Context: an optimization exercise on an open-source flow, tuned for small area, a short achievable clock period and few clock cycles per item. The choices shown serve that exercise and are no tape-out recipe.
The RTL was checked by simulation tests, not by an equivalence proof against the original design.
Power and IR drop assume default switching activity.

$ cat flow/config.mk
export PLATFORM = sky130hd
export DESIGN_NAME = priority_deque_with_wait_tracking
export DESIGN_NICKNAME = priority_deque_with_wait_tracking
export VERILOG_FILES = /design/flow/design.v
export SDC_FILE = /design/flow/constraint.sdc
export NUM_CORES = 4
export LEC_CHECK = 0
export CAP_MARGIN = 20
export CORE_MARGIN = 2
export CORE_UTILIZATION = 40
export SETUP_SLACK_MARGIN = 5
export SLEW_MARGIN = 20
$ cat flow/constraint.sdc
create_clock -name core_clock -period 8.0 [get_ports {clk}]
set_input_delay 1.6000 -clock core_clock [delete_from_list [all_inputs] [get_ports {clk}]]
set_output_delay 1.6000 -clock core_clock [all_outputs]
set_load 0.01 [all_outputs]
$ cat flow/design.v
`timescale 1ns / 1ps
`default_nettype none
package pdq_pkg;
  localparam int NUM_QUEUES  = 4;
  localparam int QUEUE_DEPTH = 16;
  localparam int MODE_W = 2;
  localparam int QSEL_W = 2;
  localparam int KEY_W  = 16;
  localparam int TIME_W = 32;
  localparam int STAT_W = 2;
  localparam int OCC_W  = 5;
  localparam int PTR_W     = 4;
  localparam int CNT_W     = 5;
  localparam int MEM_DEPTH = NUM_QUEUES * QUEUE_DEPTH;
  localparam int ENTRY_W   = KEY_W + TIME_W;
  localparam int RES_W     = STAT_W + KEY_W + TIME_W + TIME_W + OCC_W;
  localparam logic [MODE_W-1:0] MODE_TAIL = 2'd0;
  localparam logic [MODE_W-1:0] MODE_HEAD = 2'd1;
  localparam logic [MODE_W-1:0] MODE_POP  = 2'd2;
  localparam logic [STAT_W-1:0] STATUS_DONE  = 2'd0;
  localparam logic [STAT_W-1:0] STATUS_FULL  = 2'd1;
  localparam logic [STAT_W-1:0] STATUS_EMPTY = 2'd2;
endpackage
`default_nettype wire
`timescale 1ns / 1ps
`default_nettype none
module pdq_ram #(
  parameter int WIDTH = 48,
  parameter int NQ    = 4,
  parameter int QD    = 16
) (
  input  wire logic                clk,
  input  wire logic [NQ*QD-1:0]    wsel,     
  input  wire logic [WIDTH-1:0]    wdata,
  input  wire logic [NQ*QD-1:0]    rsel,     
  output logic      [NQ*WIDTH-1:0] rdata     
);
  logic [WIDTH-1:0] row [NQ*QD];
  logic [WIDTH-1:0] term [NQ*QD];
  genvar i;
  generate
    for (i = 0; i < NQ*QD; i++) begin : g_row
      always_ff @(posedge clk) begin
        if (wsel[i]) row[i] <= wdata;
      end
      assign term[i] = rsel[i] ? row[i] : '0;
    end
  endgenerate
  always_comb begin
    rdata = '0;
    for (int j = 0; j < NQ; j++)
      for (int k = 0; k < QD; k++)
        rdata[j*WIDTH +: WIDTH] = rdata[j*WIDTH +: WIDTH] | term[j*QD+k];
  end
endmodule
`default_nettype wire
`timescale 1ns / 1ps
`default_nettype none
module pdq_ctrl
(
  input  wire logic                      clk,
  input  wire logic                      rst,
  input  wire logic                      dep,       
  input  wire logic [pdq_pkg::RES_W-1:0] res,
  input  wire logic                      out_ready,
  output logic                           out_valid,
  output logic [pdq_pkg::RES_W-1:0]      out_res,
  output logic                           adv        
);
  logic                      k_v;
  logic [pdq_pkg::RES_W-1:0] k_res;
  logic                      take;
  assign take = out_valid & out_ready;
  logic ov_next, kv_next;
  always_comb begin
    if (take) begin
      ov_next = k_v | dep;
      kv_next = k_v & dep;
    end else begin
      ov_next = out_valid | dep;
      kv_next = k_v | (out_valid & dep);
    end
  end
  always_ff @(posedge clk) begin
    if (rst) begin
      out_valid <= 1'b0;
      k_v       <= 1'b0;
      adv       <= 1'b1;
    end else begin
      out_valid <= ov_next;
      k_v       <= kv_next;
      adv       <= !(ov_next & kv_next);
    end
  end
  always_ff @(posedge clk) begin
    if (take || !out_valid) out_res <= k_v ? k_res : res;
  end
  always_ff @(posedge clk) begin
    if (take || !k_v) k_res <= res;
  end
endmodule
`default_nettype wire
`timescale 1ns / 1ps
`default_nettype none
module pdq_dp
(
  input  wire logic                          clk,
  input  wire logic                          rst,
  input  wire logic                          adv,
  input  wire logic                          in_valid,
  input  wire logic [pdq_pkg::MODE_W-1:0]    mode,
  input  wire logic [pdq_pkg::QSEL_W-1:0]    queue_select,
  input  wire logic [pdq_pkg::KEY_W-1:0]     user_key,
  input  wire logic [pdq_pkg::TIME_W-1:0]    current_time,
  output logic                               dep,
  output logic [pdq_pkg::RES_W-1:0]          res
);
  localparam int NQ = pdq_pkg::NUM_QUEUES;
  localparam int QD = pdq_pkg::QUEUE_DEPTH;
  localparam int TW = pdq_pkg::TIME_W;
  localparam int KW = pdq_pkg::KEY_W;
  localparam int EW = pdq_pkg::ENTRY_W;
  logic [3:0] head  [NQ];
  logic [3:0] tail  [NQ];
  logic [4:0] count [NQ];
  logic [NQ-1:0] qsel;
  logic [3:0]    hd, tl;
  logic [4:0]    cnt;
  logic          is_push, is_pop, full, empty, do_push, do_pop;
  logic [4:0]    cnt_nx;
  logic [1:0]    st;
  always_comb begin
    for (int j = 0; j < NQ; j++) qsel[j] = (queue_select == j);
  end
  assign hd      = head[queue_select];
  assign tl      = tail[queue_select];
  assign cnt     = count[queue_select];
  assign is_push = !mode[1];
  assign is_pop  = (mode == pdq_pkg::MODE_POP);
  assign full    = cnt[4];
  assign empty   = (cnt == 5'd0);
  assign do_push = in_valid & is_push & !full;
  assign do_pop  = in_valid & is_pop & !empty;
  always_comb begin
    cnt_nx = cnt;
    if (do_push)     cnt_nx = cnt + 5'd1;
    else if (do_pop) cnt_nx = cnt - 5'd1;
  end
  always_comb begin
    st = pdq_pkg::STATUS_DONE;
    if (is_push && full)  st = pdq_pkg::STATUS_FULL;
    if (is_pop  && empty) st = pdq_pkg::STATUS_EMPTY;
  end
  always_ff @(posedge clk) begin
    if (rst) begin
      for (int j = 0; j < NQ; j++) begin
        head[j]  <= '0;
        tail[j]  <= '0;
        count[j] <= '0;
      end
    end else if (adv && in_valid) begin
      count[queue_select] <= cnt_nx;
      if (do_push && mode[0]) head[queue_select] <= hd - 4'd1;
      if (do_pop)             head[queue_select] <= hd + 4'd1;
      if (do_push && !mode[0]) tail[queue_select] <= tl + 4'd1;
    end
  end
  logic [QD-1:0]    hdec [NQ];
  logic [QD-1:0]    tdec [NQ];
  logic [NQ*QD-1:0] rsel;
  logic [NQ*QD-1:0] wsel;
  logic             wr;
  assign wr = do_push & adv;
  always_comb begin
    for (int j = 0; j < NQ; j++)
      for (int i = 0; i < QD; i++) begin
        hdec[j][i] = (head[j] == i);
        tdec[j][i] = (tail[j] == i);
      end
    for (int j = 0; j < NQ; j++)
      for (int i = 0; i < QD; i++) begin
        rsel[j*QD+i] = hdec[j][i];
        wsel[j*QD+i] = wr & qsel[j] & (mode[0] ? hdec[j][(i+1)%QD] : tdec[j][i]);
      end
  end
  logic [NQ*EW-1:0] rd_q;
  logic [EW-1:0]    rd_entry;
  pdq_ram #(
    .WIDTH (EW),
    .NQ    (NQ),
    .QD    (QD)
  ) u_ram (
    .clk   (clk),
    .wsel  (wsel),
    .wdata ({user_key, current_time}),
    .rsel  (rsel),
    .rdata (rd_q)
  );
  assign rd_entry = rd_q[queue_select*EW +: EW];
  logic          b_v;
  logic [1:0]    b_q;
  logic          b_pop;
  logic [1:0]    b_st;
  logic [4:0]    b_occ;
  logic [TW-1:0] b_time;
  logic [KW-1:0] b_key;
  logic [TW-1:0] b_stamp;
  always_ff @(posedge clk) begin
    if (rst)      b_v <= 1'b0;
    else if (adv) b_v <= in_valid;
  end
  always_ff @(posedge clk) begin
    if (adv) begin
      b_q     <= queue_select;
      b_pop   <= do_pop;
      b_st    <= st;
      b_occ   <= cnt_nx;
      b_time  <= current_time;
      b_key   <= rd_entry[EW-1:TW];
      b_stamp <= rd_entry[TW-1:0];
    end
  end
  logic [TW-1:0] w;
  pdq_sub u_sub (
    .a   (b_time),
    .b   (b_stamp),
    .d   (w)
  );
  logic          c_v;
  logic [1:0]    c_q;
  logic [1:0]    c_st;
  logic [4:0]    c_occ;
  logic [KW-1:0] c_key;
  logic [TW-1:0] c_w;
  logic [TW-1:0] c_lg;       
  logic [TW-1:0] longest [NQ];
  logic [TW-1:0] lg_nx;
  always_ff @(posedge clk) begin
    if (rst)      c_v <= 1'b0;
    else if (adv) c_v <= b_v;
  end
  always_ff @(posedge clk) begin
    if (adv) begin
      c_q   <= b_q;
      c_st  <= b_st;
      c_occ <= b_occ;
      c_key <= b_pop ? b_key : {KW{1'b0}};
      c_w   <= b_pop ? w : {TW{1'b0}};
      c_lg  <= (c_v && c_q == b_q) ? lg_nx : longest[b_q];
    end
  end
  logic gt;
  pdq_gt u_gt (
    .a  (c_w),
    .b  (c_lg),
    .gt (gt)
  );
  assign lg_nx = gt ? c_w : c_lg;
  always_ff @(posedge clk) begin
    if (rst) begin
      for (int j = 0; j < NQ; j++) longest[j] <= '0;
    end else if (adv && c_v) begin
      longest[c_q] <= lg_nx;
    end
  end
  assign dep = adv & c_v;
  assign res = {c_st, c_key, c_w, lg_nx, c_occ};
endmodule
module pdq_sub
(
  input  wire logic [31:0] a,
  input  wire logic [31:0] b,
  output logic      [31:0] d
);
  logic [32*6-1:0] g;
  logic [32*6-1:0] p;
  logic [31:0]     x;
  assign x        = a ^ ~b;
  assign g[31:0]  = {a[31:1] & ~b[31:1], a[0] | ~b[0]};
  assign p[31:0]  = {a[31:1] | ~b[31:1], 1'b0};
  genvar l, i;
  generate
    for (l = 0; l < 5; l++) begin : g_lvl
      for (i = 0; i < 32; i++) begin : g_bit
        if (((i >> l) & 1) == 1) begin : g_comb
          assign g[32*(l+1)+i] = g[32*l+i] | (p[32*l+i] & g[32*l+((i >> l) << l)-1]);
          assign p[32*(l+1)+i] = p[32*l+i] & p[32*l+((i >> l) << l)-1];
        end else begin : g_pass
          assign g[32*(l+1)+i] = g[32*l+i];
          assign p[32*(l+1)+i] = p[32*l+i];
        end
      end
    end
  endgenerate
  assign d = x ^ {g[32*5+30:32*5], 1'b1};
endmodule
module pdq_gt
(
  input  wire logic [31:0] a,
  input  wire logic [31:0] b,
  output logic             gt
);
  logic [31:0] g0, p0;
  logic [15:0] g1, p1;
  logic [7:0]  g2, p2;
  logic [3:0]  g3, p3;
  logic [1:0]  g4, p4;
  assign g0 = a & ~b;
  assign p0 = a | ~b;
  genvar k;
  generate
    for (k = 0; k < 16; k++) begin : g_l1
      assign g1[k] = g0[2*k+1] | (p0[2*k+1] & g0[2*k]);
      assign p1[k] = p0[2*k+1] & p0[2*k];
    end
    for (k = 0; k < 8; k++) begin : g_l2
      assign g2[k] = g1[2*k+1] | (p1[2*k+1] & g1[2*k]);
      assign p2[k] = p1[2*k+1] & p1[2*k];
    end
    for (k = 0; k < 4; k++) begin : g_l3
      assign g3[k] = g2[2*k+1] | (p2[2*k+1] & g2[2*k]);
      assign p3[k] = p2[2*k+1] & p2[2*k];
    end
    for (k = 0; k < 2; k++) begin : g_l4
      assign g4[k] = g3[2*k+1] | (p3[2*k+1] & g3[2*k]);
      assign p4[k] = p3[2*k+1] & p3[2*k];
    end
  endgenerate
  assign gt = g4[1] | (p4[1] & g4[0]);
endmodule
`default_nettype wire
`timescale 1ns / 1ps
`default_nettype none
module priority_deque_with_wait_tracking
(
  input  wire logic              clk,
  input  wire logic              rst,
  input  wire logic              in_valid,
  output logic                   in_ready,
  input  wire logic [pdq_pkg::MODE_W-1:0] mode,
  input  wire logic [pdq_pkg::QSEL_W-1:0] queue_select,
  input  wire logic [pdq_pkg::KEY_W-1:0]  user_key,
  input  wire logic [pdq_pkg::TIME_W-1:0] current_time,
  output logic                   out_valid,
  input  wire logic              out_ready,
  output logic [pdq_pkg::STAT_W-1:0]      status,
  output logic [pdq_pkg::KEY_W-1:0]       removed_key,
  output logic [pdq_pkg::TIME_W-1:0]      removed_wait,
  output logic [pdq_pkg::TIME_W-1:0]      max_wait,
  output logic [pdq_pkg::OCC_W-1:0]       occupancy
);
  logic                      adv;
  logic                      dep;
  logic [pdq_pkg::RES_W-1:0] res;
  logic [pdq_pkg::RES_W-1:0] out_res;
  assign in_ready = adv;
  pdq_dp u_dp (
    .clk          (clk),
    .rst          (rst),
    .adv          (adv),
    .in_valid     (in_valid),
    .mode         (mode),
    .queue_select (queue_select),
    .user_key     (user_key),
    .current_time (current_time),
    .dep          (dep),
    .res          (res)
  );
  pdq_ctrl u_ctrl (
    .clk       (clk),
    .rst       (rst),
    .dep       (dep),
    .res       (res),
    .out_ready (out_ready),
    .out_valid (out_valid),
    .out_res   (out_res),
    .adv       (adv)
  );
  assign {status, removed_key, removed_wait, max_wait, occupancy} = out_res;
endmodule
`default_nettype wire
$ cat flow/run.sh
#!/bin/bash
# synth_recipe.tcl (not shown) runs the flow's synth.tcl, then flattens the netlist and writes it again
# the make line also repeats each setting of config.mk as NAME=value (left out here)
make -C /OpenROAD-flow-scripts/flow DESIGN_CONFIG=/design/flow/config.mk WORK_HOME=/design/flow/orfs CLKGATE_MAP_FILE= SYNTH_SCRIPT=/design/flow/synth_recipe.tcl finish
==> key figures, run 1 <==
Detailed routing
  – Residual antenna-violating net count after detailed routing: 0
  – Detailed-route wire length: approximately 570000 um
  – # DRC: 0
  – Vias per cell: just under 7
  – Detailed-route wire length per cell: about 42 um
  – First drt pass iteration count: 9
  – Number of vias after detailed routing: just over 90000
  – Initial detailed-routing violation count: ~19000

STA
  – Final setup violation count: 0
  – Peak clock frequency supported by timing: approximately 230 MHz
  – Final worst-path setup slack: 3630 ps
  – Max Transition Viols Final: 0
  – Setup repair after global routing missed its margin: yes
  – Worst-case headroom to the max-slew limit: under 10%
  – Clock period minus final worst setup slack: about 4400 ps
  – Hold violation total from the final report: 0
  – Transition time of the tightest slew-check pin: about 1400 ps
  – Max Clock Skew: 104 ps
  – Fin crit share: between 50 and 60%
  – Summed negative setup slack over all endpoints: 0 ps

Logic synthesis
  – Commonest register cell after synthesis: sky130_fd_sc_hd__edfxtp_1
  – Complex-gate fraction of the synthesized area: between 10 and 15%
  – Mux contribution to synthesized area: 2.61%
  – Syn nets: between 7000 and 8000
  – Post-synthesis average cell area: between 15 and 20 sq um
  – Distinct cells, synth: 65
  – Total number of yosys warnings: 7
  – Share of flip-flops with an asynchronous set or reset: 0%
  – Total standard cell area after synthesis: around 130000 sq um
  – Share of the synthesized area in the top cell type: 80.5%
  – Synthesized-area fraction occupied by and/or/nand/nor cells: roughly 3.2%
  – Register bit total from synthesis: around 3600
  – Largest family of logic cells by synthesized area: compound AO/OA/AOI/OAI gates
  – Commonest cells post-synth: sky130_fd_sc_hd__edfxtp_1, sky130_fd_sc_hd__a22o_1, sky130_fd_sc_hd__a221oi_1
  – Top post-synthesis cells by area: sky130_fd_sc_hd__edfxtp_1, sky130_fd_sc_hd__a22o_1, sky130_fd_sc_hd__a221oi_1
  – Leading area contributor after synthesis: sky130_fd_sc_hd__edfxtp_1
  – Sequential cell area fraction in the yosys report: between 80% and 90%
  – Xor and xnor area share after synthesis: less than 1%
  – Most repeated cell in the gate-level netlist after synthesis: sky130_fd_sc_hd__edfxtp_1
  – Post-synth EDFFs: approximately 3600
  – Adder-cell share of the synthesized area: less than 1%
  – Number of instances in the synthesized netlist: roughly 7100

Floorplanning
  – Die Span X: 584 um
  – Height of the die: about 600 um
  – Area of the core: 334000 sq um
  – Die ar.: around 340000 sq um
  – Initial cell density of the core: approximately two fifths
  – Row cnt: ~210
  – Num ports: approximately 150

Status
  – Outcome: timing/DRC/antenna clean

Worst setup path
  – Worst Setup Path Type: register to register
  – CP top delay family: compound AO/OA/AOI/OAI gates
  – Critical path launch point type: register
  – Critical-path top delay cell: sky130_fd_sc_hd__a221oi_1
  – Type of element capturing the critical path: register
  – WP data arrival: ~5100 ps
  – Data required, critical path: a little under 9000 ps
  – Ordered cell list for the critical path: buf_6 > nand2b_4 > buf_12 > nor2_4 > buf_4 > a22o_1 > a221oi_1 > nand4_1 > mux4_2
  – Largest driver fanout on the critical path: 11
  – Crit path buf inv count: 3
  – Crit-path max cell delay: 1080 ps

GRT
  – Wire length of the first global-routing pass: between 700000 and 800000 um
  – Overall overflow remaining after global route: 0
  – Vias in the first global route: between 80000 and 90000
  – Initial antenna violation count: a little over 80
  – Total Routing Usage GR: between 30 and 40%
  – Maximum number of pins on one net before global-route repair: 88

Power and ir drop
  – Leakage power: roughly 62 nW
  – Power density over the cells: around 230 nW/um^2
  – Max rail drop VDD: around 0.19 mV

CTS
  – TritonCTS Buffers: 370
  – Clock tree from TritonCTS: yes
  – Number of buffers on the longest clock path: 4
  – Clk sinks: between 3000 and 4000
  – Count of hold-fix buffers inserted at cts: 0
  – Clock-pin slew on the worst setup and hold paths: 60 ps
  – Skew-Pair Late Insertion Delay: slightly above 1000 ps
  – CTS H-tree depth: 5
  – Clock root buffer master: sky130_fd_sc_hd__clkbuf_16

Place
  – Detailed Place HPWL: 241000 um
  – Minimum setup slack after placement: approximately 2100 ps
  – Global placer's final weighted congestion: a little under 0.9
  – Port Buffers: about 140
  – Total instance count after detailed placement: approximately 12000

Hold path
  – Min-delay worst type: register to register

Cells and area
  – Layout Area Growth over Synthesis: 37.2%
  – Ratio of cells with drive above 1 in the final layout: between 30% and 40%
  – Layout Cells excl Fill: 13600
  – Layout Nets: between 8000 and 9000

Job
  – Number of max-cap violations: 0
worst reg2reg max path, delay by kind of cell, from the launching register on:
kind | cells | cell delay, ps
AND/OR/NAND/NOR | 3 | 990
AO/OA/AOI/OAI | 2 | 1350
multiplexers | 1 | 650
flip-flops | 1 | 510
buffers and inverters | 3 | 550
worst paths after layout:
path	depth (start not counted)	endpoint	startpoint	slack, ps
min reg2reg	0	u_ctrl.k_res[72]	u_dp.c_key[3]	460
max reg2reg	9	u_dp.b_stamp[1]	u_dp.head[1][1]	3630
min	0	u_ctrl.k_res[72]	u_dp.c_key[3]	460
max	9	u_dp.b_stamp[1]	u_dp.head[1][1]	3630
layer usage:
| layer | GRT usage, % | share of wire (%) | vias up |
|---|---|---|---|
| met4 | 21.2 | 9.9 | 67 |
| li1 | - | - | 33900 |
| met3 | 10.2 | 16 | 2765 |
| met1 | 38.2 | 32 | 46100 |
| met2 | 45.1 | 42 | 10000 |
| met5 | 0 | 0.099 | - |
per-stage QoR:
step           utilization, %  power (mW)  instance area [sq um]  hold WS, ps
2_1_floorplan               -        22.6                 135000          400
3_3_place_gp             42.7        23.8                 143000          438
3_5_place_dp             42.7        23.9                 143000          446
4_1_cts                  53.3        41.5                 178000          453
5_1_grt                  55.2        42.8                 185000          464
6_report                 55.2        42.1                 185000          457
report_power, final:
group / leakage [nW] / switching [mW] / total, mW / internal, mW
Combinational: 22.8 / 1.92 / 2.94 / 1.02
Sequential: 33.6 / 0.202 / 21.3 / 21.1
Clock: 5.98 / 7.78 / 17.9 / 10.1
Total: 62.4 / 9.90 / 42.1 / 32.2
state kept, by name, indices dropped and copies added (netlist names), 20 cells and up, named ones only:
name	count
u_dp.count	20
u_dp.c_lg	32
u_dp.u_ram.row	3072
u_dp.c_w	32
u_dp.b_time	32
u_dp.longest	128
u_ctrl.k_res	87
u_dp.b_stamp	32
u_ctrl.out_res	87
cells in the final DEF, fill, tap and decap left out, types with 90 or more instances in the layout:
cell	count
sky130_fd_sc_hd__inv_1	165
sky130_fd_sc_hd__a22o_1	719
sky130_fd_sc_hd__buf_8	101
sky130_fd_sc_hd__clkbuf_16	453
sky130_fd_sc_hd__buf_2	130
sky130_fd_sc_hd__nor2_1	163
sky130_fd_sc_hd__a221oi_1	440
sky130_fd_sc_hd__edfxtp_1	3605
sky130_fd_sc_hd__buf_12	384
sky130_fd_sc_hd__buf_6	315
sky130_fd_sc_hd__mux4_2	90
sky130_fd_sc_hd__nor2_4	135
sky130_fd_sc_hd__nand4_1	201
sky130_fd_sc_hd__buf_16	330
sky130_fd_sc_hd__buf_4	352
sky130_fd_sc_hd__a221oi_2	257
cells by family after synthesis:
| group | Yosys count |
|---|---|
| AND/OR/NAND/NOR | 860 |
| buffers and inverters | 594 |
| XOR/XNOR | 31 |
| multiplexers | 197 |
| flip-flops | 3612 |
| adder cells (fa/ha/maj) | 85 |
| AO/OA/AOI/OAI | 1752 |
cell type report:
cell class / count / area, sq um
well taps: 4387 / 5490
clock buffers: 437 / 9570
multi-input cells: 2954 / 28800
diodes: 35 / 87.6
flip-flops and latches: 3612 / 108000
fillers: 23700 / 150000
clock inverters: 239 / 2720
repair buffers: 1749 / 28900
inverters: 182 / 692
what timing repair did:
| action | 4_1_cts | 5_1_grt |
|---|---|---|
| cloned | 358 | 90 |
| setup buffers | 722 | 200 |
| pin swaps | 335 | 230 |
| endpoints found under the setup margin | 3604 | 3569 |
| gates resized for setup | 2002 | 494 |
| endpoints found under the hold margin | 0 | 0 |
Testbench counts, summed over its fixed seeds: cycles 16,024, items 16,000.
==> inputs of run 2 (changes only) <==
--- a/flow/design.v
+++ b/flow/design.v
@@ -126,24 +126,25 @@
   logic [NQ-1:0] qsel;
-  logic [3:0]    hd, tl;
-  logic [4:0]    cnt;
+  logic [NQ-1:0] full_q, empty_q, push_q, pop_q;
   logic          is_push, is_pop, full, empty, do_push, do_pop;
+  logic [4:0]    cnt_nx_q [NQ];
   logic [4:0]    cnt_nx;
   logic [1:0]    st;
-  always_comb begin
-    for (int j = 0; j < NQ; j++) qsel[j] = (queue_select == j);
-  end
-  assign hd      = head[queue_select];
-  assign tl      = tail[queue_select];
-  assign cnt     = count[queue_select];
   assign is_push = !mode[1];
   assign is_pop  = (mode == pdq_pkg::MODE_POP);
-  assign full    = cnt[4];
-  assign empty   = (cnt == 5'd0);
-  assign do_push = in_valid & is_push & !full;
-  assign do_pop  = in_valid & is_pop & !empty;
   always_comb begin
-    cnt_nx = cnt;
-    if (do_push)     cnt_nx = cnt + 5'd1;
-    else if (do_pop) cnt_nx = cnt - 5'd1;
+    for (int j = 0; j < NQ; j++) begin
+      qsel[j]     = (queue_select == j);
+      full_q[j]   = count[j][4];
+      empty_q[j]  = (count[j] == 5'd0);
+      push_q[j]   = in_valid & qsel[j] & is_push & !full_q[j];
+      pop_q[j]    = in_valid & qsel[j] & is_pop & !empty_q[j];
+      cnt_nx_q[j] = is_push ? (full_q[j] ? count[j] : count[j] + 5'd1)
+                            : (is_pop && !empty_q[j]) ? count[j] - 5'd1 : count[j];
+    end
   end
+  assign full    = full_q[queue_select];
+  assign empty   = empty_q[queue_select];
+  assign do_push = |push_q;
+  assign do_pop  = |pop_q;
+  assign cnt_nx  = cnt_nx_q[queue_select];
   always_comb begin
@@ -160,7 +161,9 @@
       end
-    end else if (adv && in_valid) begin
-      count[queue_select] <= cnt_nx;
-      if (do_push && mode[0]) head[queue_select] <= hd - 4'd1;
-      if (do_pop)             head[queue_select] <= hd + 4'd1;
-      if (do_push && !mode[0]) tail[queue_select] <= tl + 4'd1;
+    end else if (adv) begin
+      for (int j = 0; j < NQ; j++) begin
+        if (push_q[j] || pop_q[j]) count[j] <= cnt_nx_q[j];
+        if (push_q[j] && mode[0])  head[j] <= head[j] - 4'd1;
+        if (pop_q[j])              head[j] <= head[j] + 4'd1;
+        if (push_q[j] && !mode[0]) tail[j] <= tail[j] + 4'd1;
+      end
     end
@@ -171,4 +174,2 @@
   logic [NQ*QD-1:0] wsel;
-  logic             wr;
-  assign wr = do_push & adv;
   always_comb begin
@@ -182,3 +183,3 @@
         rsel[j*QD+i] = hdec[j][i];
-        wsel[j*QD+i] = wr & qsel[j] & (mode[0] ? hdec[j][(i+1)%QD] : tdec[j][i]);
+        wsel[j*QD+i] = adv & push_q[j] & (mode[0] ? hdec[j][(i+1)%QD] : tdec[j][i]);
       end
--- a/flow/config.mk
+++ b/flow/config.mk
@@ -10,3 +10,6 @@
 export CORE_UTILIZATION = 40
-export SETUP_SLACK_MARGIN = 5
+export CTS_CLUSTER_DIAMETER = 90
+export CTS_CLUSTER_SIZE = 20
+export SETUP_SLACK_MARGIN = 4.4
 export SLEW_MARGIN = 20
+export TNS_END_PERCENT = 5
==> run 2 against run 1 <==
  * Clock skew about the same
  * Utilization decreased by 9.9 points
  * First-iteration DRC count fell by 33%
  * Maximum frequency is 15% higher
  * Via count decreased by 15%
  * Final cell count shrank 9.8%
  * Clock power shrank 39%
  * Final area shrank 17%
  * Register-to-register slack improved by 570 ps
  * Critical endpoint is now u_dp.b_key[10]
  * Largest cell class unchanged
==> key figures, run 2 <==
Job
  – Number of max-cap violations: 0 (unchanged)

Logic synthesis
  – Post-synth EDFFs: 3553 (-1.4%)
  – Share of the synthesized area in the top cell type: 78.6% (-1.8 points)
  – Number of instances in the synthesized netlist: 7365 (+3.3%)
  – Syn nets: 7529 (+3.7%)
  – Commonest cells post-synth: sky130_fd_sc_hd__edfxtp_1, sky130_fd_sc_hd__a22o_1, sky130_fd_sc_hd__a221oi_1
  – Distinct cells, synth: 69 (+6.2%)
  – Post-synthesis average cell area: 18.4 sq um (-2.3%)
  – Total standard cell area after synthesis: 136000 sq um (+0.87%)
  – Sequential cell area fraction in the yosys report: 79.5% (-1.1 points)
  – Top post-synthesis cells by area: sky130_fd_sc_hd__edfxtp_1, sky130_fd_sc_hd__a22o_1, sky130_fd_sc_hd__a221oi_1
  – Leading area contributor after synthesis: sky130_fd_sc_hd__edfxtp_1
  – Total number of yosys warnings: 11 (+4)
  – Register bit total from synthesis: 3612 (unchanged)
  – Most repeated cell in the gate-level netlist after synthesis: sky130_fd_sc_hd__edfxtp_1
  – Share of flip-flops with an asynchronous set or reset: 0% (unchanged)
  – Commonest register cell after synthesis: sky130_fd_sc_hd__edfxtp_1

Status
  – Outcome: timing/DRC/antenna clean

Floorplanning
  – Area of the core: 337000 sq um (+0.87%)
  – Die Span X: 586 um (+0.43%)
  – Row cnt: 213 (+0.47%)
  – Die ar.: 344000 sq um (+0.86%)
  – Height of the die: 586 um (+0.43%)
  – Initial cell density of the core: 40.3% (about the same)
  – Num ports: 145 (unchanged)

Cells and area
  – Commonest non-fill, non-tap cell in the layout: sky130_fd_sc_hd__edfxtp_1
  – Layout Nets: 7795 (-13%)
  – Layout Area Growth over Synthesis: 12.7%
  – Layout Cells excl Fill: 12300 (-9.8%)
  – Reg with most FFs: u_dp.u_ram.row
  – Commonest non-fill, non-tap cells in the layout: sky130_fd_sc_hd__edfxtp_1, sky130_fd_sc_hd__a22o_1, sky130_fd_sc_hd__a221oi_1
  – Filler cell count in the final layout: 28300 (+20%)
  – Largest register FFs: 3072 (unchanged)
  – Ratio of cells with drive above 1 in the final layout: 13.8% (-20 points)
  – Registers with the most flip-flops: u_dp.u_ram.row (3072), u_dp.longest (128)

Worst setup path
  – Critical path launch point type: register
  – Worst Setup Path Type: register to register
  – WP data arrival: 4430 ps (-630 ps)
  – Data required, critical path: 8630 ps (-60 ps)
  – Number of cell instances on the worst register-to-register path: 9 (unchanged)
  – Type of element capturing the critical path: register
  – Largest driver fanout on the critical path: 13 (+2)

GRT
  – Vias in the first global route: 72300 (-13%)
  – Total Routing Usage GR: 24.4% (-6.2 points)
  – Overall overflow remaining after global route: 0 (unchanged)
  – Maximum number of pins on one net before global-route repair: 82 (-6.8%)
  – Initial antenna violation count: 64 (-23%)
  – Wire length of the first global-routing pass: 588000 um (-18%)

Place
  – Minimum setup slack after placement: 2220 ps (+106 ps)
  – Port Buffers: 144 (unchanged)
  – Total instance count after detailed placement: 11800 (+2.1%)
  – Detailed Place HPWL: 247000 um (+2.3%)
  – Global placer's final weighted congestion: 0.888 (-0.18%)

STA
  – Final setup violation count: 0 (unchanged)
  – Clock period minus final worst setup slack: 3810 ps (-565 ps)
  – Hold violation total from the final report: 0 (unchanged)
  – Worst-case headroom to the max-slew limit: 20.7% (+15 points)
  – Setup repair after global routing missed its margin: yes
  – Final worst-path setup slack: 4190 ps (+565 ps)
  – Summed negative setup slack over all endpoints: 0 ps (unchanged)
  – Peak clock frequency supported by timing: 263 MHz (+15%)
  – Transition time of the tightest slew-check pin: 1190 ps (-222 ps)
  – Fin crit share: 47.6% (-7.1 points)
  – Max Clock Skew: 104 ps (-0.278 ps)
  – Max Transition Viols Final: 0 (unchanged)

Power and ir drop
  – Leakage power: 48.1 nW (-23%)
  – Max rail drop VDD: 0.188 mV (-1.5%)
  – Power density over the cells: 223 nW/um^2 (-2.4%)

Detailed routing
  – Residual antenna-violating net count after detailed routing: 0 (unchanged)
  – # DRC: 0 (unchanged)
  – Detailed-route wire length per cell: 36.1 um (-14%)
  – Vias per cell: 6.40 (-6.2%)
  – First drt pass iteration count: 6 (-3)
  – Number of vias after detailed routing: 78500 (-15%)
  – Initial detailed-routing violation count: 12800 (-33%)
  – Detailed-route wire length: 443000 um (-23%)

CTS
  – Clock root buffer master: sky130_fd_sc_hd__clkbuf_16
  – Clock-pin slew on the worst setup and hold paths: 90 ps (+30 ps)
  – CTS H-tree depth: 4 (-1)
  – Clock tree from TritonCTS: yes
  – Number of buffers on the longest clock path: 4 (unchanged)
  – TritonCTS Buffers: 207 (-44%)
  – Skew-Pair Late Insertion Delay: 990 ps (-20 ps)
  – Count of hold-fix buffers inserted at cts: 0 (unchanged)
  – Clk sinks: 3612 (unchanged)

Hold path
  – Min-delay worst type: register to register
  – Number of cells on the worst hold path: 0 (unchanged)
==> run 2: cell count changes after synthesis, moves of 55 or more <==
cell                        previous run  this run
sky130_fd_sc_hd__nor2_1              300       104
sky130_fd_sc_hd__o2bb2ai_1             3        93
sky130_fd_sc_hd__o21ai_0              36       124
sky130_fd_sc_hd__nor3_1               68        13
==> run 2: worst paths after layout <==
check / start / to / slack, ps
setup / recovery: u_dp.head[3][0] / u_dp.b_key[10] / 4190
hold / removal: u_dp.b_occ[4] / u_dp.c_occ[4] / 430
setup reg to reg: u_dp.head[3][0] / u_dp.b_key[10] / 4190
hold reg to reg: u_dp.b_occ[4] / u_dp.c_occ[4] / 430
==> run 2: cell families (layout without fill, tap and decap cells) <==
family	Yosys count	after routing	share of synthesized area [%]
AO/OA/AOI/OAI	1957	1966	12.0
adder cells (fa/ha/maj)	116	116	1.08
XOR/XNOR	71	71	0.458
other	0	29	0
flip-flops	3612	3612	79.5
multiplexers	182	182	2.14
buffers and inverters	679	1014	1.91
AND/OR/NAND/NOR	748	756	2.97
==> run 2: area by class of cell <==
cell class              instances  area [sq um]  area share (%)
flip-flops and latches       3612        108000            70.6
multi-input cells            3091         27200            17.8
well taps                    4515          5650            3.69
repair buffers                520          5480            3.58
clock buffers                 271          5440            3.56
inverters                     199           756           0.494
clock inverters                24           394           0.258
diodes                         29          72.6          0.0474
==> run 2: worst max-delay path, stage by stage, from the launching register on <==
cell                         delay, ps
sky130_fd_sc_hd__dfxtp_4           410
sky130_fd_sc_hd__clkinvlp_4        170
sky130_fd_sc_hd__ha_4              220
sky130_fd_sc_hd__and2_4            170
sky130_fd_sc_hd__buf_8             170
sky130_fd_sc_hd__buf_16            190
sky130_fd_sc_hd__a22o_1            240
sky130_fd_sc_hd__a221oi_1          300
sky130_fd_sc_hd__nand4_1           780
sky130_fd_sc_hd__mux4_2            800
==> run 2: metal layers <==
layer | global-route usage (%) | wire length [um] | up-vias | part of all wire, %
met3 | 4.42 | 51800 | 716 | 12
met5 | 0 | 198 | - | 0.045
met1 | 34.5 | 171000 | 40900 | 39
met2 | 37.8 | 202000 | 5508 | 46
li1 | - | - | 31300 | -
met4 | 9.01 | 18700 | 28 | 4.2
==> run 2: metrics by stage <==
| stage | hold slack (ps) | cell area (sq um) | power (mW) | util [%] |
|---|---|---|---|---|
| after floorplan | 400 | 137000 | 22.3 | - |
| after global placement | 407 | 143000 | 23.4 | 42.5 |
| after detailed placement | 408 | 144000 | 23.4 | 42.6 |
| after CTS | 429 | 150000 | 34.0 | 44.6 |
| after global routing | 442 | 153000 | 34.8 | 45.4 |
| final | 430 | 153000 | 34.1 | 45.4 |
==> run 2: timing repair <==
item                                     CTS  global route
resized for setup                         96           321
cloned                                    10            27
endpoints found under the setup margin  3272          2434
pin swaps                                 66            62
setup buffers                             63            77
==> run 2: report_power, final <==
part           internal (mW)  total [mW]  switching, mW
clock network           4.89        11.0           6.10
registers               21.0        21.1          0.151
logic                  0.560        1.94           1.38
Testbench counts of run 2, summed over its fixed seeds: cycles 16,024, items 16,000.
==> inputs of run 3 (changes only) <==
--- a/flow/design.v
+++ b/flow/design.v
@@ -67,4 +67,7 @@
   output logic [pdq_pkg::RES_W-1:0]      out_res,
-  output logic                           adv        
+  output logic                           adv,       
+  output logic                           in_ready   
 );
+  logic full_q;
+  assign in_ready = !full_q;
   logic                      k_v;
@@ -88,2 +91,3 @@
       adv       <= 1'b1;
+      full_q    <= 1'b0;
     end else begin
@@ -92,2 +96,3 @@
       adv       <= !(ov_next & kv_next);
+      full_q    <= ov_next & kv_next;
     end
@@ -356,3 +361,2 @@
   logic [pdq_pkg::RES_W-1:0] out_res;
-  assign in_ready = adv;
   pdq_dp u_dp (
@@ -377,3 +381,4 @@
     .out_res   (out_res),
-    .adv       (adv)
+    .adv       (adv),
+    .in_ready  (in_ready)
   );
--- a/flow/config.mk
+++ b/flow/config.mk
@@ -12,4 +12,4 @@
 export CTS_CLUSTER_SIZE = 20
-export SETUP_SLACK_MARGIN = 4.4
+export SETUP_SLACK_MARGIN = 4.7
 export SLEW_MARGIN = 20
-export TNS_END_PERCENT = 5
+export TNS_END_PERCENT = 10
==> run 3 against run 2 <==
  * Die area fell by 0.38%
  * Sequential power barely moved
  * Largest power group unchanged
  * Routed wire length rose by 2.1%
  * Global-route usage rose by 0.36 points
  * Highest routed layer unchanged
  * Maximum frequency rose by 4.5%
  * Clock skew rose by 2.5 ps
==> key figures, run 3 <==
Worst setup path
  – Data required, critical path: 8600 ps (-30 ps)
  – Crit-path max cell delay: 680 ps (-120 ps)
  – WP data arrival: 4240 ps (-190 ps)
  – Ordered cell list for the critical path: buf_6 > ha_4 > and3_4 > buf_12 > buf_12 > a22o_1 > a221oi_1 > nand4_1 > mux4_2
  – Type of element capturing the critical path: register
  – Capturing instance or port of the critical path: u_dp.b_key[13]
  – Worst-case register-to-register setup slack: 4360 ps (+160 ps)
  – Worst Setup SP: u_dp.head[2][0]
  – Number of cell instances on the worst register-to-register path: 9 (unchanged)
  – Crit path buf inv count: 3 (unchanged)
  – CP top delay family: simple AND/OR/NAND/NOR gates
  – Instance count on the critical path: 9 (unchanged)
  – Largest driver fanout on the critical path: 6 (-7)
  – Critical path launch point type: register
  – Critical path's most frequent cell: sky130_fd_sc_hd__buf_12
  – Worst R2R Start: u_dp.head[2][0]
  – Critical-path top delay cell: sky130_fd_sc_hd__nand4_1
  – Worst Setup Path Type: register to register
  – Reg2reg end: u_dp.b_key[13]

STA
  – Hold violation total from the final report: 0 (unchanged)
  – Summed negative setup slack over all endpoints: 0 ps (unchanged)
  – Transition time of the tightest slew-check pin: 1120 ps (-71.4 ps)
  – Clock period minus final worst setup slack: 3640 ps (-165 ps)
  – Peak clock frequency supported by timing: 275 MHz (+4.5%)
  – Max Transition Viols Final: 0 (unchanged)
  – Smallest hold slack: 443 ps (+13.0 ps)
  – Final setup violation count: 0 (unchanged)
  – Setup repair after global routing missed its margin: yes
  – Final worst-path setup slack: 4360 ps (+165 ps)
  – Fin crit share: 45.5% (-2.1 points)
  – Max Clock Skew: 106 ps (+2.54 ps)
  – Worst-case headroom to the max-slew limit: 25.5% (+4.8 points)

Floorplanning
  – Height of the die: 585 um (-0.19%)
  – Initial cell density of the core: 40.2% (-0.089 points)
  – Row cnt: 213 (unchanged)
  – Die ar.: 343000 sq um (-0.38%)
  – Die Span X: 585 um (-0.19%)
  – Num ports: 145 (unchanged)
  – Area of the core: 337000 sq um (-0.16%)

Cells and area
  – Filler cell count in the final layout: 28000 (-1.1%)
  – Commonest non-fill, non-tap cells in the layout: sky130_fd_sc_hd__edfxtp_1, sky130_fd_sc_hd__a22o_1, sky130_fd_sc_hd__a221oi_1
  – Layout Area Growth over Synthesis: 14.5%
  – Commonest non-fill, non-tap cell in the layout: sky130_fd_sc_hd__edfxtp_1
  – Layout Cells excl Fill: 12300 (+0.24%)
  – Ratio of cells with drive above 1 in the final layout: 16.0% (+2.2 points)
  – Layout Nets: 7855 (+0.77%)
  – Registers with the most flip-flops: u_dp.u_ram.row (3072), u_dp.longest (128)
  – Largest register FFs: 3072 (unchanged)
  – Reg with most FFs: u_dp.u_ram.row

Detailed routing
  – Residual antenna-violating net count after detailed routing: 0 (unchanged)
  – # DRC: 0 (unchanged)
  – Initial detailed-routing violation count: 13100 (+2.0%)
  – Detailed-route wire length: 452000 um (+2.1%)
  – Vias per cell: 6.41 (+0.22%)
  – First drt pass iteration count: 6 (unchanged)
  – Detailed-route wire length per cell: 36.8 um (+1.9%)
  – Number of vias after detailed routing: 78800 (+0.46%)

Logic synthesis
  – Total number of yosys warnings: 11 (unchanged)
  – Commonest cells post-synth: sky130_fd_sc_hd__edfxtp_1, sky130_fd_sc_hd__a22o_1, sky130_fd_sc_hd__a221oi_1
  – Most repeated cell in the gate-level netlist after synthesis: sky130_fd_sc_hd__edfxtp_1
  – Syn nets: 7431 (-1.3%)
  – Number of instances in the synthesized netlist: 7267 (-1.3%)
  – Sequential cell area fraction in the yosys report: 79.8% (+0.32 points)
  – Post-synth EDFFs: 3553 (unchanged)
  – Share of the synthesized area in the top cell type: 78.9% (+0.30 points)
  – Share of flip-flops with an asynchronous set or reset: 0% (unchanged)
  – Post-synthesis average cell area: 18.6 sq um (+0.96%)
  – Top post-synthesis cells by area: sky130_fd_sc_hd__edfxtp_1, sky130_fd_sc_hd__a22o_1, sky130_fd_sc_hd__a221oi_1
  – Register bit total from synthesis: 3613 (+0.028%)
  – Leading area contributor after synthesis: sky130_fd_sc_hd__edfxtp_1
  – Commonest register cell after synthesis: sky130_fd_sc_hd__edfxtp_1
  – Total standard cell area after synthesis: 135000 sq um (-0.38%)
  – Distinct cells, synth: 72 (+4.3%)

Place
  – Port Buffers: 144 (unchanged)
  – Minimum setup slack after placement: 2020 ps (-197 ps)
  – Total instance count after detailed placement: 11700 (-0.40%)
  – Global placer's final weighted congestion: 0.903 (+1.7%)
  – Detailed Place HPWL: 232000 um (-6.1%)

CTS
  – Clock-pin slew on the worst setup and hold paths: 90 ps (about the same)
  – Clock tree from TritonCTS: yes
  – Clock root buffer master: sky130_fd_sc_hd__clkbuf_16
  – Skew-Pair Late Insertion Delay: 950 ps (-40 ps)
  – Clk sinks: 3613 (+0.028%)
  – TritonCTS Buffers: 209 (+0.97%)
  – CTS H-tree depth: 4 (unchanged)
  – Number of buffers on the longest clock path: 4 (unchanged)

GRT
  – Initial antenna violation count: 64 (unchanged)
  – Overall overflow remaining after global route: 0 (unchanged)
  – Total Routing Usage GR: 24.8% (+0.36 points)
  – Wire length of the first global-routing pass: 594000 um (+0.94%)
  – Vias in the first global route: 72900 (+0.80%)
  – Maximum number of pins on one net before global-route repair: 88 (+7.3%)

Status
  – Outcome: timing/DRC/antenna clean

Power and ir drop
  – Power after layout: 33.6 mW (-1.3%)
  – Max rail drop VDD: 0.178 mV (-5.0%)
  – Leakage power: 49.0 nW (+1.8%)
  – Power density over the cells: 217 nW/um^2 (-2.4%)

Job
  – Number of max-cap violations: 0 (unchanged)

Hold path
  – Min-delay worst type: register to register
==> run 3: cell types whose count changed after synthesis, sizes merged, moves of 10 or more <==
cell and change:
a21oi -10, a221oi +19, a22oi -41, and2 -22, buf -33, clkbuf -27, mux2 +11, nand2 +19
nand3 -40, nor2 +166, nor2b -14, o21ai -69, o22ai +43, o2bb2ai -91
==> run 3: logic make-up after synthesis <==
| family | synth area share, % |
|---|---|
| compound gates | 11.1 |
| xor+xnor | 0.453 |
| simple gates | 3.14 |
| mux | 2.58 |
| buf+inv | 1.76 |
| flops | 79.8 |
| fa+ha+maj | 1.14 |
==> run 3: repair_timing <==
item | 4_1_cts | 5_1_grt
gates cloned | 36 | 41
pin swaps | 91 | 76
setup endpoints to repair | 3541 | 2982
hold buffers | 0 | 0
resized for setup | 341 | 294
setup buffers | 90 | 115
==> run 3: layer usage <==
| layer | share of wire, % | global-route usage [%] | up-vias |
|---|---|---|---|
| li1 | - | - | 31200 |
| met1 | 37 | 33.5 | 41000 |
| met2 | 45 | 38.5 | 5654 |
| met3 | 12 | 5.91 | 904 |
| met4 | 4.8 | 10.3 | 44 |
| met5 | 0.064 | 0 | - |
==> run 3: worst min path at each step <==
stage | depth (start not counted) | startpoint | slack [ps] | end
2_1_floorplan | 0 | u_dp.b_occ[0] | 400 | u_dp.c_occ[0]
3_3_place_gp | 0 | u_dp.b_occ[4] | 410 | u_dp.c_occ[4]
3_5_place_dp | 0 | u_dp.b_occ[0] | 430 | u_dp.c_occ[0]
4_1_cts | 0 | u_dp.b_occ[0] | 450 | u_dp.c_occ[0]
5_1_grt | 0 | u_dp.b_occ[0] | 460 | u_dp.c_occ[0]
6_report | 0 | u_dp.b_occ[0] | 440 | u_dp.c_occ[0]
==> run 3: power breakdown <==
part           total [mW]  switching (mW)  internal, mW
Combinational        1.73            1.22         0.504
Clock                10.8            5.98          4.86
Sequential           21.1           0.121          20.9
==> run 3: per-stage QoR <==
step	util [%]	cell area, sq um
floorplan	-	136000
global placement	42.5	143000
detailed placement	42.5	143000
CTS	45.0	152000
global route	46.0	155000
finish	46.0	155000
==> run 3: cell type report <==
cell class	instances	area, sq um	area share, %
clock buffer	266	5530	3.57
tap	4515	5650	3.65
multi-input combinational	3072	27600	17.8
antenna	18	45.0	0.0291
timing repair buffer	599	7080	4.58
inverter	196	756	0.488
sequential	3613	108000	69.7
clock inverter	12	168	0.108
Testbench counts of run 3, summed over its fixed seeds: cycles 16,024, items 16,000.
==> inputs of run 4 (changes only) <==
--- a/flow/config.mk
+++ b/flow/config.mk
@@ -12,4 +12,4 @@
 export CTS_CLUSTER_SIZE = 20
-export SETUP_SLACK_MARGIN = 4.7
+export SETUP_SLACK_MARGIN = 5
 export SLEW_MARGIN = 20
-export TNS_END_PERCENT = 10
+export TNS_END_PERCENT = 15
==> run 4 against run 3 <==
  * Critical path depth rose by 1
  * Critical path type unchanged
  * Final area rose by 2.3%
  * Global-route usage rose by 0.18 points
==> key figures, run 4 <==
Place
  – Port Buffers: 144 (unchanged)
  – Detailed Place HPWL: 232000 um (unchanged)
  – Total instance count after detailed placement: 11700 (unchanged)
  – Area after DPL: 143000 sq um (unchanged)
  – Global placer's final weighted congestion: 0.903 (unchanged)
  – Minimum setup slack after placement: 2020 ps (unchanged)

Cells and area
  – Layout Area Growth over Synthesis: 17.1%
  – Filler cell count in the final layout: 27600 (-1.4%)
  – Commonest non-fill, non-tap cell in the layout: sky130_fd_sc_hd__edfxtp_1
  – Largest register FFs: 3072 (unchanged)
  – Ratio of cells with drive above 1 in the final layout: 19.9% (+3.9 points)
  – Reg with most FFs: u_dp.u_ram.row
  – Commonest non-fill, non-tap cells in the layout: sky130_fd_sc_hd__edfxtp_1, sky130_fd_sc_hd__a22o_1, sky130_fd_sc_hd__a221oi_1
  – Storage cell area: 108000 sq um (about the same)
  – Registers with the most flip-flops: u_dp.u_ram.row (3072), u_dp.longest (128)
  – Layout Nets: 7994 (+1.8%)
  – Design area: 158000 sq um (+2.3%)
  – Multi-input gate area in the final layout: 28900 sq um (+4.6%)
  – Layout Cells excl Fill: 12400 (+1.2%)

Floorplanning
  – Die ar.: 343000 sq um (unchanged)
  – Die Span X: 585 um (unchanged)
  – Initial cell density of the core: 40.2% (unchanged)
  – Height of the die: 585 um (unchanged)
  – Area of the core: 337000 sq um (unchanged)
  – Num ports: 145 (unchanged)
  – Row cnt: 213 (unchanged)

GRT
  – Wire length of the first global-routing pass: 597000 um (+0.61%)
  – Overall overflow remaining after global route: 0 (unchanged)
  – Initial antenna violation count: 57 (-11%)
  – Maximum number of pins on one net before global-route repair: 88 (unchanged)
  – Vias in the first global route: 73100 (+0.34%)
  – Total Routing Usage GR: 25.0% (+0.18 points)

Logic synthesis
  – Syn nets: 7431 (unchanged)
  – Leading area contributor after synthesis: sky130_fd_sc_hd__edfxtp_1
  – Distinct cells, synth: 72 (unchanged)
  – Total standard cell area after synthesis: 135000 sq um (unchanged)
  – Post-synthesis average cell area: 18.6 sq um (unchanged)
  – Commonest cells post-synth: sky130_fd_sc_hd__edfxtp_1, sky130_fd_sc_hd__a22o_1, sky130_fd_sc_hd__a221oi_1
  – Register bit total from synthesis: 3613 (unchanged)
  – Share of flip-flops with an asynchronous set or reset: 0% (unchanged)
  – Post-synth EDFFs: 3553 (unchanged)
  – Number of instances in the synthesized netlist: 7267 (unchanged)
  – Most repeated cell in the gate-level netlist after synthesis: sky130_fd_sc_hd__edfxtp_1
  – Top post-synthesis cells by area: sky130_fd_sc_hd__edfxtp_1, sky130_fd_sc_hd__a22o_1, sky130_fd_sc_hd__a221oi_1
  – Sequential cell area fraction in the yosys report: 79.8% (unchanged)
  – Total number of yosys warnings: 11 (unchanged)
  – Share of the synthesized area in the top cell type: 78.9% (unchanged)
  – Commonest register cell after synthesis: sky130_fd_sc_hd__edfxtp_1

Worst setup path
  – WP data arrival: 4130 ps (-110 ps)
  – Critical path launch point type: register
  – Data required, critical path: 8630 ps (+30 ps)
  – Largest driver fanout on the critical path: 7 (+1)
  – Worst Setup Path Type: register to register
  – Type of element capturing the critical path: register

Hold path
  – Min-delay worst type: register to register

STA
  – Fin crit share: 43.8% (-1.7 points)
  – Peak clock frequency supported by timing: 285 MHz (+3.8%)
  – Worst-case headroom to the max-slew limit: 22.2% (-3.3 points)
  – Final setup violation count: 0 (unchanged)
  – Clock period minus final worst setup slack: 3510 ps (-133 ps)
  – Max Transition Viols Final: 0 (unchanged)
  – Final worst-path setup slack: 4490 ps (+133 ps)
  – Hold violation total from the final report: 0 (unchanged)
  – Summed negative setup slack over all endpoints: 0 ps (unchanged)
  – Max Clock Skew: 108 ps (+1.65 ps)
  – Transition time of the tightest slew-check pin: 1170 ps (+50.0 ps)
  – Setup repair after global routing missed its margin: yes

Power and ir drop
  – Max rail drop VDD: 0.176 mV (-1.2%)
  – Power density over the cells: 213 nW/um^2 (-1.8%)
  – Leakage power: 50.5 nW (+3.0%)

Detailed routing
  – Detailed-route wire length: 471000 um (+4.2%)
  – Met3 Wirelength: 61000 um (+9.2%)
  – Wire length on met1: 173000 um (+2.1%)
  – # DRC: 0 (unchanged)
  – Residual antenna-violating net count after detailed routing: 0 (unchanged)
  – Highest layer used for signal routing: met5
  – Vias per cell: 6.46 (+0.72%)
  – Detailed-route wire length per cell: 37.9 um (+3.0%)
  – Initial detailed-routing violation count: 13900 (+6.2%)
  – Total met2 wirelength after detailed routing: 211000 um (+3.1%)
  – First drt pass iteration count: 6 (unchanged)
  – Number of vias after detailed routing: 80400 (+1.9%)

CTS
  – Clock-pin slew on the worst setup and hold paths: 90 ps (about the same)
  – Clock root buffer master: sky130_fd_sc_hd__clkbuf_16
  – TritonCTS Buffers: 209 (unchanged)
  – Clk sinks: 3613 (unchanged)
  – Count of hold-fix buffers inserted at cts: 0 (unchanged)
  – Skew-Pair Late Insertion Delay: 950 ps (about the same)
  – CTS H-tree depth: 4 (unchanged)
  – Clock tree from TritonCTS: yes
  – Number of buffers on the longest clock path: 4 (unchanged)

Status
  – Outcome: timing/DRC/antenna clean

Job
  – Number of max-cap violations: 0 (unchanged)
## run 4: report_power, final
| part | switching, mW | internal [mW] |
|---|---|---|
| Clock | 6.01 | 4.86 |
| Combinational | 1.29 | 0.573 |
| Sequential | 0.123 | 20.9 |
## run 4: per-layer routing
layer,up-vias,track usage (%)
li1,31600,-
met1,41600,33.8
met2,6147,38.6
met3,1023,5.76
met4,36,10.9
met5,-,0
## run 4: kinds of logic after synthesis
logic type | share of synthesized area (%)
simple gates | 3.14
xor+xnor | 0.453
flops | 79.8
mux | 2.58
fa+ha+maj | 1.14
compound gates | 11.1
buf+inv | 1.76
## run 4: what timing repair did
| action | in CTS | in global routing |
|---|---|---|
| endpoints found under the setup margin | 3589 | 3377 |
| cloned | 46 | 77 |
| resized for setup | 465 | 573 |
| buffers inserted | 111 | 187 |
| pin swaps | 99 | 245 |
| endpoints found under the hold margin | 0 | 0 |
## run 4: cell type report
type	instances	share of cell area (%)
Clock inverter	12	0.106
Tap cell	4515	3.57
Sequential cell	3613	68.2
Inverter	196	0.486
Clock buffer	266	3.49
Multi-Input combinational cell	3076	18.2
Timing Repair Buffer	734	5.92
Antenna cell	27	0.0427
## run 4: per-stage QoR
step	hold WS, ps	util (%)	total power [mW]
6_report	443	47.1	33.8
5_1_grt	459	47.0	34.5
4_1_cts	452	45.3	33.6
3_5_place_dp	427	42.5	23.1
3_3_place_gp	407	42.5	23.1
2_1_floorplan	400	-	22.1
## run 4: worst max-delay path, cell delays in order (launching register included)
cell	delay, ps
sky130_fd_sc_hd__dfxtp_4	420
sky130_fd_sc_hd__inv_6	60
sky130_fd_sc_hd__ha_4	200
sky130_fd_sc_hd__and2_4	160
sky130_fd_sc_hd__buf_12	130
sky130_fd_sc_hd__buf_12	140
sky130_fd_sc_hd__buf_12	140
sky130_fd_sc_hd__a22o_1	190
sky130_fd_sc_hd__a221oi_2	280
sky130_fd_sc_hd__nand4_1	750
sky130_fd_sc_hd__mux4_2	720
## run 4: path summary, 6_finish.rpt
check                       start                to  slack [ps]  cells after the start
hold / removal      u_dp.b_occ[0]     u_dp.c_occ[0]         440                      0
setup reg to reg  u_dp.head[2][1]  u_dp.b_stamp[20]        4490                     10
setup / recovery  u_dp.head[2][1]  u_dp.b_stamp[20]        4490                     10
hold reg to reg     u_dp.b_occ[0]     u_dp.c_occ[0]         440                      0
==> inputs of run 5 (changes only) <==
--- a/flow/config.mk
+++ b/flow/config.mk
@@ -9,7 +9,7 @@
 export CORE_MARGIN = 2
-export CORE_UTILIZATION = 40
+export CORE_UTILIZATION = 50
 export CTS_CLUSTER_DIAMETER = 90
 export CTS_CLUSTER_SIZE = 20
-export SETUP_SLACK_MARGIN = 5
+export SETUP_SLACK_MARGIN = 4.5
 export SLEW_MARGIN = 20
-export TNS_END_PERCENT = 15
+export TNS_END_PERCENT = 5
==> run 5 against run 4 <==
  * Still clean
  * Area after synthesis unchanged
  * Setup slack worse by 180 ps
  * Synthesized cell count unchanged
  * Final cell count down 10%
  * Clock-buffer cell count rose by 11
  * Via count is 5.3% lower
  * Total power decreased by 0.73%
  * Clock skew is 65 ps lower
  * Hold slack lost 12 ps
  * Utilization grew 8.8 points
  * Critical path depth fell by 2
  * Critical path type unchanged
  * Largest cell class unchanged
  * Largest power group unchanged
==> key figures, run 5 <==
Status
  – Outcome: timing/DRC/antenna clean

Power and ir drop
  – Internal power: 26.2 mW (-0.62%)
  – Max rail drop VDD: 0.188 mV (+6.4%)
  – Portion of total power attributed to the clock network: 32.2% (about the same)
  – Combinational cell fraction of total power: 5.0% (-0.5 points)
  – Switching share of total power: 21.9% (-0.083 points)
  – Power density over the cells: 224 nW/um^2 (+4.8%)
  – Leakage power: 47.4 nW (-6.1%)
  – Sequential group share of total power: 62.8% (+0.5 points)
  – Switching pwr: 7.34 mW (-1.1%)

Worst setup path
  – Critical path launch point type: register
  – Worst Setup Path Type: register to register
  – Largest driver fanout on the critical path: 26 (+19)
  – Critical-path top delay cell: sky130_fd_sc_hd__mux4_2
  – Crit-path max cell delay: 730 ps (-20 ps)
  – Data required, critical path: 8650 ps (+20 ps)
  – Type of element capturing the critical path: register
  – Ordered cell list for the critical path: nor2_1 > and2_2 > buf_4 > buf_6 > a22o_1 > a221oi_1 > nand4_1 > mux4_2
  – WP data arrival: 4340 ps (+210 ps)

STA
  – Fin crit share: 46.1% (+2.3 points)
  – Max Clock Skew: 42.9 ps (-65.0 ps)
  – Clock period minus final worst setup slack: 3690 ps (+183 ps)
  – Setup repair after global routing missed its margin: yes
  – Transition time of the tightest slew-check pin: 1140 ps (-29.9 ps)
  – Summed negative setup slack over all endpoints: 0 ps (unchanged)
  – Final setup violation count: 0 (unchanged)
  – Peak clock frequency supported by timing: 271 MHz (-5.0%)
  – Hold violation total from the final report: 0 (unchanged)
  – Max Transition Viols Final: 0 (unchanged)
  – Worst-case headroom to the max-slew limit: 24.2% (+2.0 points)

GRT
  – Wire length of the first global-routing pass: 580000 um (-3.0%)
  – Overall overflow remaining after global route: 0 (unchanged)
  – Met3 usage in global routing: 5.57% (-0.19 points)
  – Initial antenna violation count: 48 (-16%)
  – Layer with the highest usage after global routing: met2
  – Fraction of met2 tracks used by global routing: 47.6% (+9.0 points)
  – Maximum number of pins on one net before global-route repair: 142 (+61%)
  – Vias in the first global route: 71300 (-2.5%)
  – Met1 track demand over resource: 42.8% (+9.0 points)
  – Total Routing Usage GR: 30.4% (+5.4 points)

Logic synthesis
  – Syn nets: 7431 (unchanged)
  – Xor and xnor area share after synthesis: 0.453% (unchanged)
  – Number of instances in the synthesized netlist: 7267 (unchanged)
  – Adder-cell share of the synthesized area: 1.14% (unchanged)
  – Total standard cell area after synthesis: 135000 sq um (unchanged)
  – Most repeated cell in the gate-level netlist after synthesis: sky130_fd_sc_hd__edfxtp_1
  – Largest family of logic cells by synthesized area: compound AO/OA/AOI/OAI gates
  – Leading area contributor after synthesis: sky130_fd_sc_hd__edfxtp_1
  – Post-synthesis average cell area: 18.6 sq um (unchanged)
  – Share of the synthesized area in the top cell type: 78.9% (unchanged)
  – Mux contribution to synthesized area: 2.58% (unchanged)
  – Commonest cells post-synth: sky130_fd_sc_hd__edfxtp_1, sky130_fd_sc_hd__a22o_1, sky130_fd_sc_hd__a221oi_1
  – Distinct cells, synth: 72 (unchanged)
  – Post-synth EDFFs: 3553 (unchanged)
  – Share of flip-flops with an asynchronous set or reset: 0% (unchanged)
  – Top post-synthesis cells by area: sky130_fd_sc_hd__edfxtp_1, sky130_fd_sc_hd__a22o_1, sky130_fd_sc_hd__a221oi_1
  – Synthesized-area fraction occupied by and/or/nand/nor cells: 3.14% (unchanged)
  – Complex-gate fraction of the synthesized area: 11.1% (unchanged)
  – Sequential cell area fraction in the yosys report: 79.8% (unchanged)
  – Commonest register cell after synthesis: sky130_fd_sc_hd__edfxtp_1
  – Register bit total from synthesis: 3613 (unchanged)
  – Total number of yosys warnings: 11 (unchanged)

Detailed routing
  – Detailed-route wire length: 424000 um (-10%)
  – Residual antenna-violating net count after detailed routing: 0 (unchanged)
  – Vias per cell: 6.82 (+5.6%)
  – Detailed-route wire length per cell: 38.0 um (+0.35%)
  – First drt pass iteration count: 6 (unchanged)
  – # DRC: 0 (unchanged)
  – Number of vias after detailed routing: 76100 (-5.3%)
  – Initial detailed-routing violation count: 11700 (-15%)

CTS
  – Clk sinks: 3613 (unchanged)
  – TritonCTS Buffers: 205 (-1.9%)
  – Skew-Pair Late Insertion Delay: 920 ps (-30 ps)
  – Clock root buffer master: sky130_fd_sc_hd__clkbuf_16
  – Clock-pin slew on the worst setup and hold paths: 90 ps (about the same)
  – Count of hold-fix buffers inserted at cts: 0 (unchanged)
  – CTS H-tree depth: 4 (unchanged)
  – Number of buffers on the longest clock path: 4 (unchanged)
  – Clock tree from TritonCTS: yes

Cells and area
  – Design area: 150000 sq um (-5.3%)
  – Commonest non-fill, non-tap cell in the layout: sky130_fd_sc_hd__edfxtp_1
  – Layout Nets: 7667 (-4.1%)
  – Ratio of cells with drive above 1 in the final layout: 12.8% (-7.1 points)
  – Filler cell count in the final layout: 20100 (-27%)
  – Multi-input gate area in the final layout: 26700 sq um (-7.5%)
  – Storage cell area: 108000 sq um (about the same)
  – Commonest non-fill, non-tap cells in the layout: sky130_fd_sc_hd__edfxtp_1, sky130_fd_sc_hd__a22o_1, sky130_fd_sc_hd__a221oi_1
  – Largest register FFs: 3072 (unchanged)
  – Reg with most FFs: u_dp.u_ram.row
  – Layout Area Growth over Synthesis: 11.0%
  – Registers with the most flip-flops: u_dp.u_ram.row (3072), u_dp.longest (128)

Place
  – Port Buffers: 144 (unchanged)
  – Area after DPL: 142000 sq um (-0.80%)
  – Global placer's final weighted congestion: 0.906 (+0.33%)
  – Detailed Place HPWL: 232000 um (about the same)

Floorplanning
  – Height of the die: 524 um (-10%)
  – Initial cell density of the core: 50.4% (+10 points)
  – Num ports: 145 (unchanged)
  – Row cnt: 190 (-11%)
  – Die Span X: 524 um (-10%)
  – Area of the core: 268000 sq um (-20%)
  – Die ar.: 275000 sq um (-20%)

Hold path
  – Min-delay worst type: register to register

Job
  – Number of max-cap violations: 0 (unchanged)
==> run 5: cell counts after synthesis <==
No cell type changed its count.
==> run 5: final cells by class <==
class                   instances  area share (%)
inverters                     196           0.494
flip-flops and latches       3613            71.9
clock buffers                 277            3.65
diodes                         19          0.0317
well taps                    3552            2.96
multi-input cells            3056            17.8
repair buffers                431            2.99
clock inverters                15           0.126
==> run 5: cells by family (layout without fill, tap and decap cells) <==
| family | count (synthesis) | count (layout) |
|---|---|---|
| other cells | 0 | 19 |
| buf+inv | 616 | 919 |
| compound gates | 1794 | 1807 |
| simple gates | 852 | 857 |
| xor+xnor | 70 | 70 |
| fa+ha+maj | 123 | 123 |
| flops | 3613 | 3613 |
| mux | 199 | 199 |
==> run 5: what timing repair did <==
item / CTS / global route
resized for setup: 219 / 127
buffers inserted: 61 / 9
endpoints found under the setup margin: 3485 / 1372
pin swaps: 72 / 27
gates cloned: 16 / 6
==> run 5: path summary, 6_finish.rpt <==
check	from	slack, ps	endpoint	cells past startpoint
hold / removal	u_dp.b_occ[4]	430	u_dp.c_occ[4]	0
setup / recovery	u_dp.head[2][2]	4310	u_dp.b_key[13]	8
setup reg to reg	u_dp.head[2][2]	4310	u_dp.b_key[13]	8
hold reg to reg	u_dp.b_occ[4]	430	u_dp.c_occ[4]	0
==> run 5: routing by layer <==
layer  part of all wire (%)  up-vias  wire length [um]
met1                     39    40000            165000
met4                    4.2       46             17800
met2                     46     4655            197000
li1                       -    30800                 -
met3                     10      685             44000
met5                   0.11        -               465
==> run 5: power by group through the flow <==
stage | Combinational (mW) | Sequential (mW) | Clock [mW]
after floorplan | 0.641 | 21.5 | 0
after global placement | 1.60 | 21.5 | 0
after detailed placement | 1.62 | 21.5 | 0
after CTS | 1.65 | 21.1 | 10.9
after global routing | 1.75 | 21.1 | 11.5
final | 1.69 | 21.1 | 10.8
==> run 5: critical path, delay by kind of cell (launching register included) <==
kind                   cells  cell delay (ps)
AND/OR/NAND/NOR            3             1140
multiplexers               1              730
buffers and inverters      2              530
AO/OA/AOI/OAI              2              510
flip-flops                 1              450
==> run 5: stage by stage <==
step,setup WS [ps],std cells,hold slack [ps],power [mW],util (%)
finish,4310,11200,431,33.6,55.9
global route,4300,11100,438,34.3,55.9
CTS,4270,11100,419,33.6,55.6
detailed placement,1790,10800,410,23.1,52.9
global placement,1910,10800,407,23.1,52.9
floorplan,3720,7267,400,22.1,-

==> afterwards: timing with drivers on the ports <==
No port has a modelled driver above. Below, the same layouts with a new extraction and two added sets of constraints. Step 1 (the two cells are an assumption about what drives the block):
set clk [get_ports {clk}]
set_driving_cell -lib_cell sky130_fd_sc_hd__clkbuf_16 $clk
set_driving_cell -lib_cell sky130_fd_sc_hd__buf_2 [delete_from_list [all_inputs] $clk]
Step 2 adds t to the input delays and takes it off the output delays; t is the mean of the earliest and latest rising clock arrival at the registers after step 1. Input paths then give back, and output paths get back, about the clock's delay inside the block. Slacks: ideal / step 1 / step 2; pairs: ideal / step 1.
run	t, ns	setup WS [ns]	worst setup path after step 2	slew at the worst register clock pin (ns)
run 1	1.058	3.629 / 3.629 / 3.077	input to register	0.08 / 0.08
run 2	1.042	4.195 / 4.194 / 3.161	input to register	0.09 / 0.09
run 3	0.996	4.360 / 4.360 / 3.500	input to register	0.09 / 0.09
run 4	0.991	4.492 / 4.471 / 3.603	input to register	0.09 / 0.09
run 5	1.008	4.309 / 4.223 / 3.402	input to register	0.10 / 0.10
After both steps every run listed still meets setup and hold. For run 2, which loses most, drivers alone change the setup slack by -0.001 ns; drivers and shift together by -1.034 ns.
